This design comes from an exercise in tuning for small area and few clock cycles per item on the open sky130 flow, not from production work. RTL that was checked went through simulation tests only; none was proved equivalent to the original. Function not checked in run 2: the RTL went through the layout flow alone.

==> flow/design.v, too long to show whole: its modules and the start of the top module <==
// module fp_mult_pipe: 1066 lines
// module fp_mult_fa: 10 lines
// module fp_mult_ha: 9 lines
module fp_mult_pipe #(
  parameter int unsigned EXP_W = 8,
  parameter int unsigned MAN_W = 23,
  parameter int unsigned TAG_W = 4
) (
  input  logic                   clk,
  input  logic                   rstn,
  input  logic                   in_valid,
  output logic                   in_ready,
  input  logic [EXP_W+MAN_W:0]   a,
  input  logic [EXP_W+MAN_W:0]   b,
  input  logic [TAG_W-1:0]       in_tag,
  output logic                   out_valid,
  input  logic                   out_ready,
  output logic [EXP_W+MAN_W:0]   result,
  output logic [TAG_W-1:0]       out_tag,
  output logic [3:0]             flags
);
  // ...
==> flow/flow/run.sh <==
#!/bin/bash
# Standard ORFS layout, with plain buffers on the ports instead of the delay cell buffer_ports picks.
set -euo pipefail
bash standard.sh BUFFER_PORTS_ARGS="-buffer_cell sky130_fd_sc_hd__buf_1" finish > make.log 2>&1
==> flow/standard.sh <==
#!/bin/bash
# synth_recipe.tcl (not shown) runs the flow's synth.tcl, then flattens the netlist and writes it again
# the make line also repeats each setting of config.mk as NAME=value (left out here)
make -C /OpenROAD-flow-scripts/flow DESIGN_CONFIG=/design/flow/config.mk WORK_HOME=/design/flow/orfs CLKGATE_MAP_FILE= SYNTH_SCRIPT=/design/flow/synth_recipe.tcl "${@:-finish}"
==> flow/config.mk <==
export PLATFORM = sky130hd
export DESIGN_NAME = fp_mult_pipe
export DESIGN_NICKNAME = fp_mult_pipe
export VERILOG_FILES = /design/flow/design.v
export SDC_FILE = /design/flow/constraint.sdc
export NUM_CORES = 4
export LEC_CHECK = 0
export ABC_AREA = 1
export CAP_MARGIN = 20
export CORE_MARGIN = 2
export CORE_UTILIZATION = 40
export GPL_TIMING_DRIVEN = 0
export SETUP_SLACK_MARGIN = 0.05
export SLEW_MARGIN = 20
export SYNTH_HIERARCHICAL = 1
export SYNTH_MINIMUM_KEEP_SIZE = 0
==> flow/constraint.sdc <==
create_clock -name core_clock -period 7.0 [get_ports {clk}]
set_input_delay 1.4000 -clock core_clock [delete_from_list [all_inputs] [get_ports {clk}]]
set_output_delay 1.4000 -clock core_clock [all_outputs]
set_load 0.01 [all_outputs]
==> out/metrics.cfg, run 1 <==
[layout]
multi_input_area_um2=14500
clk_share_pct=1.03
nets=2543
final_common_cell=xor2_1
final_cell_mix=303 x xor2_1, 257 x o22ai_1, 251 x fa_1
fillers=4116
utilization_pct=46.0

[place]
gp_congestion=1.01

[yosys]
async_flop_share_pct=2.22
ys_seq_area_share_pct=8.09
synthMuxAreaShare_pct=0
synth.distinct_cells=53
synth_area_um2=16600
synth-main-ff-cell=edfxtp_1
synth_top_area_share_pct=31.9

[timing]
finalCritPeriodShare_pct=97.3
relSlewSlack_pct=17.4
period_needed_ps=6810
setup_viol=0

[outcome]
outcome=complete, no violations

[clock_tree]
post_cts.repair.setup_buffers=2

[min_path]
holdCritStartpoint=r_v
hp-class=reg -> reg

[setup_path]
criticalPathCategory=in -> reg
critPathCapture=r_p[20]

[routing]
wl_met1_um=25800
top_layer=met4

Testbench counts, summed over its fixed seeds: cycles 16,008, items 16,000.
==> run 2: changes to the inputs <==
--- a/flow/design.v
+++ b/flow/design.v
@@ -485,18 +485,17 @@
   wire s31_393, c31_393;
   fp_mult_fa u_s31_393 (.a(pp5_21_169), .b(pp6_19_196), .c(pp7_17_223), .s(s31_393), .co(c31_393));
   wire s32_394, c32_394;
   fp_mult_fa u_s32_394 (.a(1'b1), .b(ma[8]), .c(pp4_24_143), .s(s32_394), .co(c32_394));
   wire s32_395, c32_395;
   fp_mult_ha u_s32_395 (.a(pp5_22_170), .b(pp6_20_197), .s(s32_395), .co(c32_395));
   wire s33_396, c33_396;
   fp_mult_fa u_s33_396 (.a(nneg4_144), .b(ma[9]), .c(pp5_23_171), .s(s33_396), .co(c33_396));
-  wire s34_397, c34_397;
-  fp_mult_ha u_s34_397 (.a(1'b1), .b(ma[10]), .s(s34_397), .co(c34_397));
+  wire s34_397 = ~ma[10];
   wire s10_398, c10_398;
   fp_mult_ha u_s10_398 (.a(neg5_147), .b(pp0_10_13), .s(s10_398), .co(c10_398));
   wire s11_399, c11_399;
   fp_mult_ha u_s11_399 (.a(pp0_11_14), .b(pp1_9_41), .s(s11_399), .co(c11_399));
   wire s12_400, c12_400;
   fp_mult_fa u_s12_400 (.a(neg6_176), .b(pp0_12_15), .c(pp1_10_42), .s(s12_400), .co(c12_400));
   wire s12_401, c12_401;
   fp_mult_ha u_s12_401 (.a(pp2_8_69), .b(pp3_6_96), .s(s12_401), .co(c12_401));
@@ -626,17 +625,17 @@
   fp_mult_fa u_s33_463 (.a(c32_395), .b(c32_394), .c(s33_396), .s(s33_463), .co(c33_463));
   wire s34_464, c34_464;
   fp_mult_fa u_s34_464 (.a(s34_397), .b(pp5_24_172), .c(pp6_22_199), .s(s34_464), .co(c34_464));
   wire s34_465, c34_465;
   fp_mult_fa u_s34_465 (.a(pp7_20_226), .b(pp8_18_253), .c(pp9_16_280), .s(s34_465), .co(c34_465));
   wire s34_466, c34_466;
   fp_mult_fa u_s34_466 (.a(pp10_14_307), .b(pp11_12_333), .c(c33_396), .s(s34_466), .co(c34_466));
   wire s35_467, c35_467;
-  fp_mult_fa u_s35_467 (.a(nneg5_173), .b(ma[11]), .c(c34_397), .s(s35_467), .co(c35_467));
+  fp_mult_fa u_s35_467 (.a(nneg5_173), .b(ma[11]), .c(ma[10]), .s(s35_467), .co(c35_467));
   wire s35_468, c35_468;
   fp_mult_fa u_s35_468 (.a(pp6_23_200), .b(pp7_21_227), .c(pp8_19_254), .s(s35_468), .co(c35_468));
   wire s35_469, c35_469;
   fp_mult_fa u_s35_469 (.a(pp9_17_281), .b(pp10_15_308), .c(pp11_13_334), .s(s35_469), .co(c35_469));
   wire s36_470, c36_470;
   fp_mult_fa u_s36_470 (.a(1'b1), .b(ma[12]), .c(pp6_24_201), .s(s36_470), .co(c36_470));
   wire s36_471, c36_471;
   fp_mult_fa u_s36_471 (.a(pp7_22_228), .b(pp8_20_255), .c(pp9_18_282), .s(s36_471), .co(c36_471));
@@ -647,18 +646,17 @@
   wire s37_474, c37_474;
   fp_mult_fa u_s37_474 (.a(pp8_21_256), .b(pp9_19_283), .c(pp10_17_310), .s(s37_474), .co(c37_474));
   wire s38_475, c38_475;
   fp_mult_fa u_s38_475 (.a(1'b1), .b(ma[14]), .c(pp7_24_230), .s(s38_475), .co(c38_475));
   wire s38_476, c38_476;
   fp_mult_ha u_s38_476 (.a(pp8_22_257), .b(pp9_20_284), .s(s38_476), .co(c38_476));
   wire s39_477, c39_477;
   fp_mult_fa u_s39_477 (.a(nneg7_231), .b(ma[15]), .c(pp8_23_258), .s(s39_477), .co(c39_477));
-  wire s40_478, c40_478;
-  fp_mult_ha u_s40_478 (.a(1'b1), .b(ma[16]), .s(s40_478), .co(c40_478));
+  wire s40_478 = ~ma[16];
   wire s6_479, c6_479;
   fp_mult_ha u_s6_479 (.a(neg3_89), .b(pp0_6_9), .s(s6_479), .co(c6_479));
   wire s7_480, c7_480;
   fp_mult_ha u_s7_480 (.a(pp0_7_10), .b(pp1_5_37), .s(s7_480), .co(c7_480));
   wire s8_481, c8_481;
   fp_mult_fa u_s8_481 (.a(neg4_118), .b(pp0_8_11), .c(pp1_6_38), .s(s8_481), .co(c8_481));
   wire s8_482, c8_482;
   fp_mult_ha u_s8_482 (.a(pp2_4_65), .b(pp3_2_92), .s(s8_482), .co(c8_482));
@@ -786,27 +784,26 @@
   fp_mult_fa u_s39_543 (.a(pp9_21_285), .b(pp10_19_312), .c(pp11_17_338), .s(s39_543), .co(c39_543));
   wire s39_544, c39_544;
   fp_mult_fa u_s39_544 (.a(c38_476), .b(c38_475), .c(s39_477), .s(s39_544), .co(c39_544));
   wire s40_545, c40_545;
   fp_mult_fa u_s40_545 (.a(s40_478), .b(pp8_24_259), .c(pp9_22_286), .s(s40_545), .co(c40_545));
   wire s40_546, c40_546;
   fp_mult_fa u_s40_546 (.a(pp10_20_313), .b(pp11_18_339), .c(c39_477), .s(s40_546), .co(c40_546));
   wire s41_547, c41_547;
-  fp_mult_fa u_s41_547 (.a(nneg8_260), .b(ma[17]), .c(c40_478), .s(s41_547), .co(c41_547));
+  fp_mult_fa u_s41_547 (.a(nneg8_260), .b(ma[17]), .c(ma[16]), .s(s41_547), .co(c41_547));
   wire s41_548, c41_548;
   fp_mult_fa u_s41_548 (.a(pp9_23_287), .b(pp10_21_314), .c(pp11_19_340), .s(s41_548), .co(c41_548));
   wire s42_549, c42_549;
   fp_mult_fa u_s42_549 (.a(1'b1), .b(ma[18]), .c(pp9_24_288), .s(s42_549), .co(c42_549));
   wire s42_550, c42_550;
   fp_mult_ha u_s42_550 (.a(pp10_22_315), .b(pp11_20_341), .s(s42_550), .co(c42_550));
   wire s43_551, c43_551;
   fp_mult_fa u_s43_551 (.a(nneg9_289), .b(ma[19]), .c(pp10_23_316), .s(s43_551), .co(c43_551));
-  wire s44_552, c44_552;
-  fp_mult_ha u_s44_552 (.a(1'b1), .b(ma[20]), .s(s44_552), .co(c44_552));
+  wire s44_552 = ~ma[20];
   wire s4_553, c4_553;
   fp_mult_ha u_s4_553 (.a(neg2_60), .b(pp0_4_7), .s(s4_553), .co(c4_553));
   wire s5_554, c5_554;
   fp_mult_ha u_s5_554 (.a(pp0_5_8), .b(pp1_3_35), .s(s5_554), .co(c5_554));
   wire s6_555, c6_555;
   fp_mult_fa u_s6_555 (.a(pp1_4_36), .b(pp2_2_63), .c(pp3_0_90), .s(s6_555), .co(c6_555));
   wire s7_556, c7_556;
   fp_mult_fa u_s7_556 (.a(pp2_3_64), .b(pp3_1_91), .c(c6_479), .s(s7_556), .co(c7_556));
@@ -880,19 +877,18 @@
   fp_mult_fa u_s41_590 (.a(s41_547), .b(c40_545), .c(s41_548), .s(s41_590), .co(c41_590));
   wire s42_591, c42_591;
   fp_mult_fa u_s42_591 (.a(c41_547), .b(s42_550), .c(c41_548), .s(s42_591), .co(c42_591));
   wire s43_592, c43_592;
   fp_mult_fa u_s43_592 (.a(pp11_21_342), .b(c42_550), .c(c42_549), .s(s43_592), .co(c43_592));
   wire s44_593, c44_593;
   fp_mult_fa u_s44_593 (.a(s44_552), .b(pp10_24_317), .c(pp11_22_343), .s(s44_593), .co(c44_593));
   wire s45_594, c45_594;
-  fp_mult_fa u_s45_594 (.a(nneg10_318), .b(ma[21]), .c(c44_552), .s(s45_594), .co(c45_594));
-  wire s46_595, c46_595;
-  fp_mult_ha u_s46_595 (.a(1'b1), .b(ma[22]), .s(s46_595), .co(c46_595));
+  fp_mult_fa u_s45_594 (.a(nneg10_318), .b(ma[21]), .c(ma[20]), .s(s45_594), .co(c45_594));
+  wire s46_595 = ~ma[22];
   wire s2_596, c2_596;
   fp_mult_ha u_s2_596 (.a(neg1_31), .b(pp0_2_5), .s(s2_596), .co(c2_596));
   wire s3_597, c3_597;
   fp_mult_ha u_s3_597 (.a(pp0_3_6), .b(pp1_1_33), .s(s3_597), .co(c3_597));
   wire s4_598, c4_598;
   fp_mult_fa u_s4_598 (.a(pp1_2_34), .b(pp2_0_61), .c(s4_553), .s(s4_598), .co(c4_598));
   wire s5_599, c5_599;
   fp_mult_fa u_s5_599 (.a(pp2_1_62), .b(c4_553), .c(s5_554), .s(s5_599), .co(c5_599));
@@ -973,18 +969,17 @@
   wire s43_637, c43_637;
   fp_mult_fa u_s43_637 (.a(s43_551), .b(c42_591), .c(s43_592), .s(s43_637), .co(c43_637));
   wire s44_638, c44_638;
   fp_mult_fa u_s44_638 (.a(c43_551), .b(s44_593), .c(c43_592), .s(s44_638), .co(c44_638));
   wire s45_639, c45_639;
   fp_mult_fa u_s45_639 (.a(s45_594), .b(pp11_23_344), .c(c44_593), .s(s45_639), .co(c45_639));
   wire s46_640, c46_640;
   fp_mult_fa u_s46_640 (.a(s46_595), .b(c45_594), .c(pp11_24_345), .s(s46_640), .co(c46_640));
-  wire s47_641, c47_641;
-  fp_mult_ha u_s47_641 (.a(1'b1), .b(c46_595), .s(s47_641), .co(c47_641));
+  wire s47_641 = ~ma[22];
   wire [47:0] px = {c46_640, c45_639, c44_638, c43_637, c42_636, c41_635, c40_634, c39_633, c38_632, c37_631, c36_630, c35_629, c34_628, c33_627, c32_626, c31_625, c30_624, c29_623, c28_622, c27_621, c26_620, c25_619, c24_618, c23_617, c22_616, c21_615, c20_614, c19_613, c18_612, c17_611, c16_610, c15_609, c14_608, c13_607, c12_606, c11_605, c10_604, c9_603, c8_602, c7_601, c6_600, c5_599, c4_598, c3_597, c2_596, s2_596, pp0_1_4, neg0_2};
   wire [47:0] py = {s47_641, s46_640, s45_639, s44_638, s43_637, s42_636, s41_635, s40_634, s39_633, s38_632, s37_631, s36_630, s35_629, s34_628, s33_627, s32_626, s31_625, s30_624, s29_623, s28_622, s27_621, s26_620, s25_619, s24_618, s23_617, s22_616, s21_615, s20_614, s19_613, s18_612, s17_611, s16_610, s15_609, s14_608, s13_607, s12_606, s11_605, s10_604, s9_603, s8_602, s7_601, s6_600, s5_599, s4_598, s3_597, pp1_0_32, 1'b0, pp0_0_3};
   wire [47:0] prod = px + py;
   logic [2:0] cls;
   always_comb begin
     if (nan)       cls = {1'b1, snan_a | snan_b, 1'b1};
     else if (ixz)  cls = 3'b111;
     else if (inf)  cls = 3'b110;
==> flow/flow/run.sh (replaced) <==
#!/bin/bash
# Standard ORFS layout, with plain buffers on the ports instead of the delay cell buffer_ports picks.
set -euo pipefail
bash standard.sh BUFFER_PORTS_ARGS="-buffer_cell sky130_fd_sc_hd__buf_2" finish > make.log 2>&1
==> run 2 against run 1 <==
- global-route usage up 1.1 points
- utilization down 0.59 points
- clock-buffer cell count unchanged
- largest cell class unchanged
==> out/metrics.cfg, run 2 <==
[layout]
reg_top3=r_p x26, r_esum x9, r_tag x4
final_cells=2723
utilization_pct=45.5  ; -0.59 points
largest_reg_flops=26
drive_above_1_share_pct=16.0
fillers=4220  ; +2.5%
nets=2608  ; +2.6%
regMostFlops=r_p
area_delta_synth_final_pct=12.2
final_common_cell=xor2_1
insertedDiodeCount=0
final_cell_mix=303 x xor2_1, 257 x o22ai_1, 252 x fa_1

[routing]
wire_per_inst_um=23.8
vias_per_cell=5.91
first_pass_iters=5
drc=0
drt_iter0_drc=1949
via_count=16103
ant_nets=0
drt_wl_total_um=64800

[place]
place_inst=2713
dp_slack_ps=-1390
dp_hpwl_um=53000
port-buffer-count=113
gp_congestion=1.08  ; +7.5%

[timing]
setup_viol=0  ; unchanged
fin_tns_setup_ps=0
slew_violations=0
fmax_mhz=146
rsz0062_at_grt=true
finalCritPeriodShare_pct=97.7  ; +0.40 points
finClkSkew_ps=5.17
setup_slack_ps=161
finalHoldViolCount=0
period_needed_ps=6840  ; +28.0 ps
relSlewSlack_pct=33.9  ; +16 points
worst_pin_slew_ps=983

[clock_tree]
clockRootBuffer=clkbuf_16
cts_tree=built
cts_made_buffers=5
hold_buffers=0
htreeDepth=2
cts_buffer_depth=2
clk_pin_slew_ps=70
insertion_delay_ps=300
cts.sinks=45

[setup_path]
crit_required_ps=7050
cp_top_family=adder cells
slowest_delay_ps=530
crit_path_max_fanout=11
startpoint_type=input port
rrSetupSlack_ps=5730
critPathCaptureType=flip-flop
crit_arrival_ps=6890
path_depth=26
critPathBufInv=5
critPathCapture=r_p[24]
criticalPathCategory=in -> reg
rr_startpoint=r_v
r2r_cells=2
cp_slowest_cell=fa_1
rr_endpoint=r_p[25]
crit_path_start=b[5]

[yosys]
ys_seq_area_share_pct=7.92  ; -0.17 points
avgSynthCellArea_um2=8.28
yosys.area.top_type=fa_1
synth-main-ff-cell=edfxtp_1
synth.distinct_cells=57  ; +7.5%
synth_area_um2=17000  ; +2.2%
synth_top_area_share_pct=31.2  ; -0.68 points
yosysWarnings=7
synthCells=2053
ys_seq_elements=45
synthTopCellsByArea=fa_1 31%, xor2_1 16%, o22ai_1 9.7%, edfxtp_1 7.8%, ha_1 6.5%
async_flop_share_pct=2.22  ; unchanged
synth_commonest_cells=305 x xor2_1, 265 x fa_1, 263 x o22ai_1
synth_most_common_cell=xor2_1
synth_edf_count=44

[floorplan]
dieArea_um2=44200
rows=75
die_h_um=210
fp.dieW_um=210
io-pin-count=114
core-area_um2=41900
start_util_pct=40.5

[global_route]
grt_pass1_vias=16326
antenna_found_initial=1
overflow=0
grt_start_max_net_pins=34
grtUsageTotal_pct=29.0
grt_pass1_wl_um=96500

[min_path]
hp-class=reg -> reg

[outcome]
outcome=complete, no violations

[flow_run]
drv_cap=0

## run 2: cell types whose count changed in the layout (fill, tap and decap cells not counted), moves of 9 or more
cell,before,now
ha_1,84,75
nor2_1,105,127
buf_1,108,17
inv_1,161,214
clkbuf_2,49,35
nand2_1,194,225
buf_4,34,24
inv_2,29,19
buf_2,14,121
## run 2: cell families (layout without fill, tap and decap cells)
group	after synthesis	after routing	share of synthesized area (%)
simple gates	490	490	12.6
flops	45	45	7.92
other cells	1	7	0.0221
buf+inv	370	495	8.27
fa+ha+maj	353	353	37.7
xor+xnor	322	322	16.6
compound gates	472	472	16.9
## run 2: metal layers
layer | vias up | part of all wire [%] | global-route usage (%)
li1 | 7151 | - | -
met1 | 7789 | 41 | 38.6
met2 | 982 | 44 | 46.6
met3 | 181 | 10 | 5.27
met4 | 0 | 4.4 | 11.8
met5 | - | 0 | 0
## run 2: worst min-delay path by stage
stage / start / to / slack (ps) / cells after the start
floorplan: rstn / r_v / 1100 / 0
global placement: rstn / r_v / 1180 / 1
detailed placement: r_v / r_v / 760 / 2
CTS: r_v / r_v / 770 / 2
global route: r_v / r_v / 800 / 2
finish: r_v / r_v / 750 / 2
## run 2: layout make-up
cell class                      count  area, µm²  share of cell area, %
Sequential cell                    45       1350                   7.06
Tap cell                          539        674                   3.54
Clock inverter                      3       25.0                  0.131
Clock buffer                        5        125                  0.656
Multi-Input combinational cell   1644      14600                   76.8
Buffer                            131        726                   3.81
Timing Repair Buffer              120        642                   3.37
Inverter                          236        892                   4.68
## run 2: modules after synthesis, one instance, submodules excluded
module / cells inside / flops+latches / area (µm²) / copies in the design
fp_mult_pipe: 1762 / 45 / 11400 / 1
fp_mult_ha: 1 / 0 / 12.5 / 28
fp_mult_fa: 1 / 0 / 20.0 / 263
## run 2: repair_timing
| action | CTS | global route |
|---|---|---|
| setup endpoints to repair | 27 | 50 |
| pin swaps | 1 | 12 |
| endpoints found under the hold margin | 0 | 0 |
| resized for setup | 109 | 152 |
| buffers inserted | 0 | 5 |
## run 2: metrics by stage
stage | hold WS (ps) | cell area (µm²)
CTS | 772 | 18700
finish | 753 | 19100
global route | 803 | 19100
global placement | 1180 | 18300
floorplan | 1100 | 17000
detailed placement | 759 | 18300
## run 2: worst register-to-register path, cell delays in order, from the launching register on
cell and delay, ps:
dfrtp_1 390, nand2_2 300, buf_12 260

[separate check: timing with driven ports]
No port has a modelled driver above. Below, the same layouts with a new extraction and two added sets of constraints.
Step 1, drivers: a clkbuf_16 drives clk and a buf_2 each remaining input, both assumed.
Step 2, shift: input delay + t, output delay - t, t = (earliest + latest rising clock arrival at the registers) / 2. This alone moves slack from input paths to output paths.
a / b / c = no drivers / after step 1 / after step 2; a / b = the first two.
| run | t (ns) | slack for setup (ns) | worst hold slack (ns) | worst data-port slew with drivers (ns) |
|---|---|---|---|---|
| run 1 | 0.319 | 0.189 / 0.179 / -0.140 | 0.807 / 0.807 / 0.807 | 0.07 |
| run 2 | 0.326 | 0.161 / 0.159 / -0.167 | 0.753 / 0.753 / 0.753 | 0.05 |
With both steps, setup timing fails in run 1 and run 2, where it was met with ideal ports. For run 1, which loses most, drivers alone change the setup slack by -0.010 ns; drivers and shift together by -0.329 ns.
